Background: an optimization exercise with open tools, aiming at small area and few clock cycles per item. Do not read the settings as production practice.
In this exercise RTL edits were held to simulation tests only and were not proved equivalent to the original.
Power is estimated from default activity; no workload was simulated. No driver is modelled on the clock port, so clocking that relies on it looks cheaper here than on a real chip.

Setup of job 8527:
Design boardRenderer, start of the top module:
module boardRenderer (
    input  logic       clock,
    input  logic       reset,
    input  logic       trigger,
    input  logic [3:0] redX,
    input  logic [3:0] redY,
    input  logic [3:0] blueX,
    input  logic [3:0] blueY,
    output logic [9:0] x,
    output logic [8:0] y,
    output logic [2:0] colour,
    output logic       plotEnable,
    output logic       busy
);
For scale: ~550 flip-flops, roughly 43 I/O pins, roughly 0.012 mm² of cells after synthesis.
Settings: LEC_CHECK=0, CAP_MARGIN=20, CORE_MARGIN=2, CORE_UTILIZATION=70, SLEW_MARGIN=20; clock period 6.0 ns.
standard.sh (not shown) runs the stock make flow with config.mk's settings and CLKGATE_MAP_FILE= SYNTH_SCRIPT=/design/flow/synth_recipe.tcl, a recipe that flattens the netlist after the stock synthesis.
==> flow/flow/run.sh <==
#!/bin/bash
# The standard layout (standard.sh, standard synthesis included) with two changes:
# - the port buffers are sky130_fd_sc_hd__buf_1 cells (the smallest buffer);
# - clock tree synthesis uses clkbuf_16 only, sink clusters of up to 30 within
#   100 um, and no dummy loads.
# standard.sh's full output goes to standard.log; ORFS keeps each step's log
# under orfs/logs/.
set -euo pipefail
export BUFFER_PORTS_ARGS="-buffer_cell sky130_fd_sc_hd__buf_1"
export CTS_ARGS="-sink_clustering_enable -repair_clock_nets -sink_clustering_size 30 -sink_clustering_max_diameter 100 -buf_list sky130_fd_sc_hd__clkbuf_16 -dont_use_dummy_load"
bash standard.sh > standard.log 2>&1
Testbench counts of job 8527, summed over its fixed seeds: cycles 6,579,184, passes 256.
The inputs of job 4825 differ from those of job 8527 as listed below.
==> flow/flow/run.sh <==
#!/bin/bash
# The standard layout (standard.sh, standard synthesis included) with two changes:
# - the port buffers are sky130_fd_sc_hd__buf_1 cells (the smallest buffer);
# - clock tree synthesis uses clkbuf_8 only, sink clusters of up to 20 within
#   60 um, and no dummy loads.
# standard.sh's full output goes to standard.log; ORFS keeps each step's log
# under orfs/logs/.
set -euo pipefail
export BUFFER_PORTS_ARGS="-buffer_cell sky130_fd_sc_hd__buf_1"
export CTS_ARGS="-sink_clustering_enable -repair_clock_nets -sink_clustering_size 20 -sink_clustering_max_diameter 60 -buf_list sky130_fd_sc_hd__clkbuf_8 -dont_use_dummy_load"
bash standard.sh > standard.log 2>&1
- In job 4825 the final critical delay including setup and external delays turned out 0.11 ns higher than in job 8527.
- In terms of part of the total power dissipated in combinational logic, job 8527 and job 4825 differ only marginally.
- Between job 4825 and job 8527, the difference in clock transition at the register clock pins on the worst setup and hold paths after CTS is negligible.
- Diff job 8527..job 4825 | cell area after synthesis | unchanged
- Comparing job 4825 and job 8527, total routing resource utilization after global routing is lower on job 4825.
- Job 4825 does better than job 8527 on slack of the worst reg-to-reg path.
- NOTE: total design power in job 4825 falls short of that of job 8527
- Comparing job 4825 and job 8527, the lower final cell count is on job 8527.
- Looking at maximum clock frequency, job 4825 sits about 2.7% lower than job 8527 does.
- Detailed route, job 4825 vs job 8527: via total lower for job 4825
- Sequential power share (higher): job 4825
Input-level comparison between job 4838 and job 4825:
==> flow/flow/run.sh <==
#!/bin/bash
# The standard layout (standard.sh, standard synthesis included) with two changes:
# - the port buffers are sky130_fd_sc_hd__buf_1 cells (the smallest buffer);
# - clock tree synthesis uses clkbuf_4 only, sink clusters of up to 12 within
#   40 um, and no dummy loads.
# standard.sh's full output goes to standard.log; ORFS keeps each step's log
# under orfs/logs/.
set -euo pipefail
export BUFFER_PORTS_ARGS="-buffer_cell sky130_fd_sc_hd__buf_1"
export CTS_ARGS="-sink_clustering_enable -repair_clock_nets -sink_clustering_size 12 -sink_clustering_max_diameter 40 -buf_list sky130_fd_sc_hd__clkbuf_4 -dont_use_dummy_load"
bash standard.sh > standard.log 2>&1
--- outcome ---
According to the power report, total power for job 4838 is lower than for job 4825. The final cell count of job 4838 exceeds that of job 4825 by about 2.4%. Row detailed-router iteration count before antenna repair: job 4838 higher / job 4825 lower. The flow did not stop early for job 4838: all stages ran, and the layout cleared the timing, DRC and antenna checks. Between job 4825 and job 4838, the flow reports routed wire length on met2 increasing by a few percent. Between job 4825 and job 4838, number of nets in the finished design increased. Sort job 4825 and job 4838 by synthesis-to-finish area growth asc -> top: job 4838. Job 4838 — hold slack 0.044 ns lower, job 4825 as reference. Diff job 4825 and job 4838: routed wire length higher in job 4838. Compared with job 4825, job 4838 shows clock-buffer cell count that has gone up by more than half. Compared with job 4825, in job 4838 via count now sits higher; final cycle utilization of the critical path now sits higher.

---

## rev 12
Another version of the RTL of boardRenderer (not shown whole).
For scale: about 740 cells after synthesis, ~550 flip-flops, about 43 I/O pins, about 13,000 um2 of cells after synthesis.
==> flow/config.mk <==
export PLATFORM = sky130hd
export DESIGN_NAME = boardRenderer
export DESIGN_NICKNAME = boardRenderer
export VERILOG_FILES = /design/flow/design.v
export SDC_FILE = /design/flow/constraint.sdc
export NUM_CORES = 4
export LEC_CHECK = 0
export CAP_MARGIN = 20
export CORE_MARGIN = 2
export CORE_UTILIZATION = 70
export CTS_BUF_LIST = sky130_fd_sc_hd__clkbuf_8 sky130_fd_sc_hd__clkbuf_4
export CTS_CLUSTER_SIZE = 20
export SLEW_MARGIN = 20
==> flow/constraint.sdc <==
create_clock -name core_clock -period 6.0 [get_ports {clock}]
set_input_delay 1.2000 -clock core_clock [delete_from_list [all_inputs] [get_ports {clock}]]
set_output_delay 1.2000 -clock core_clock [all_outputs]
set_load 0.01 [all_outputs]
run.sh (not shown) runs the stock make flow with config.mk's settings and CLKGATE_MAP_FILE= SYNTH_SCRIPT=/design/flow/synth_recipe.tcl, a recipe that flattens the netlist after the stock synthesis.
Stock flow here: none of the scripts above is used.
Rev 12 went all the way through the flow, and no timing, DRC or antenna check failed.
Testbench counts of rev 12, summed over its fixed seeds: cycles 6,579,184, passes 256.
Input changes introduced in rev 13 (baseline for comparison: rev 12):
Settings: CTS_CLUSTER_DIAMETER: unset -> 100; CTS_BUF_LIST: sky130_fd_sc_hd__clkbuf_8 sky130_fd_sc_hd__clkbuf_4 -> sky130_fd_sc_hd__clkbuf_16; CTS_CLUSTER_SIZE: 20 -> 30.
Findings:
- Rev 13 went all the way through the flow, and no timing, DRC or antenna check failed.
- Relative to rev 12, the relative contribution of the clock network to total power of rev 13 is lower by 13 points.
- Est. power | rev 13 vs rev 12 | rev 13 lower
- Summary: with rev 12 as the reference, TritonCTS buffer count in rev 13 moved down by more than half.

---

## the previous run
boardRenderer, a different RTL version from the one above (not shown whole).
Size in the first run: about 43 I/O pins, roughly 12000 um^2 of cells after synthesis.
export LEC_CHECK = 0
export CAP_MARGIN = 20
export CORE_MARGIN = 2
export CORE_UTILIZATION = 70
export SLEW_MARGIN = 20
create_clock -name core_clock -period 6.0 [get_ports {clock}]
standard.sh (not shown) runs the stock make flow with config.mk's settings and CLKGATE_MAP_FILE= SYNTH_SCRIPT=/design/flow/synth_recipe.tcl, a recipe that flattens the netlist after the stock synthesis.
==> flow/flow/run.sh <==
#!/bin/bash
# The standard layout (standard.sh, standard synthesis included) with two changes:
# - the port buffers are sky130_fd_sc_hd__buf_1 cells (the smallest buffer);
# - clock tree synthesis uses clkbuf_4 only, sink clusters of up to 10 within
#   35 um, and no dummy loads.
# standard.sh's full output goes to standard.log; ORFS keeps each step's log
# under orfs/logs/.
set -euo pipefail
export BUFFER_PORTS_ARGS="-buffer_cell sky130_fd_sc_hd__buf_1"
export CTS_ARGS="-sink_clustering_enable -repair_clock_nets -sink_clustering_size 10 -sink_clustering_max_diameter 35 -buf_list sky130_fd_sc_hd__clkbuf_4 -dont_use_dummy_load"
bash standard.sh > standard.log 2>&1
Testbench counts of the previous run, summed over its fixed seeds: cycles 6,579,184, passes 256.
--- input diff the previous run..the current run ---
==> flow/flow/run.sh <==
#!/bin/bash
# The standard layout (standard.sh, standard synthesis included) with two changes:
# - the port buffers are sky130_fd_sc_hd__buf_1 cells (the smallest buffer);
# - clock tree synthesis uses clkbuf_4 only, sink clusters of up to 12 within
#   40 um, and no dummy loads.
# standard.sh's full output goes to standard.log; ORFS keeps each step's log
# under orfs/logs/.
set -euo pipefail
export BUFFER_PORTS_ARGS="-buffer_cell sky130_fd_sc_hd__buf_1"
export CTS_ARGS="-sink_clustering_enable -repair_clock_nets -sink_clustering_size 12 -sink_clustering_max_diameter 40 -buf_list sky130_fd_sc_hd__clkbuf_4 -dont_use_dummy_load"
bash standard.sh > standard.log 2>&1
Results
- Every run in the comparison, the current run and the previous run, completed the flow with a clean layout.
- Row share of power burned in registers: the current run higher / the previous run lower
- Looking at final period demand of the worst path, the current run sits above the previous run.
- The previous run → the current run: total power shows a reduction of 0.00014 W, met1 track demand over resource shows no meaningful change, routed wire length shows a reduction of 1.5%.

## re-timing with driven ports
How much do the figures lean on ideal ports? The routed layouts below were timed once more, with nothing changed but the port constraints.
Step 1 sets driving cells, clkbuf_16 on the clock port and buf_2 on the other inputs (assumed; they add their load-dependent delay and slew).
Step 2 adds t to the input delays and takes it off the output delays; t is the mean of the earliest and latest rising clock arrival at the registers after step 1. Input paths then give back, and output paths get back, about the clock's delay inside the block.
a / b / c = ideal / step 1 / step 2; a / b = the first two.
run | t (ns) | setup WS [ns] | worst setup path at the end | worst data-port slew with drivers (ns) | cell pins on the clock port's net
job 8527 | 0.560 | 1.936 / 1.889 / 2.449 | register to output | 0.04 | 1
job 4825 | 0.601 | 1.823 / 1.787 / 2.388 | register to output | 0.04 | 1
job 4838 | 0.690 | 1.769 / 1.730 / 2.420 | register to output | 0.04 | 1
rev 12 | 0.607 | 1.383 / 1.340 / 1.947 | register to output | 0.04 | 1
rev 13 | 0.580 | 1.377 / 1.334 / 1.914 | register to output | 0.04 | 1
the previous run | 0.655 | 1.857 / 1.819 / 2.474 | register to output | 0.05 | 1
the current run | 0.662 | 1.819 / 1.781 / 2.443 | register to output | 0.05 | 1
After both steps every run listed still meets setup and hold.
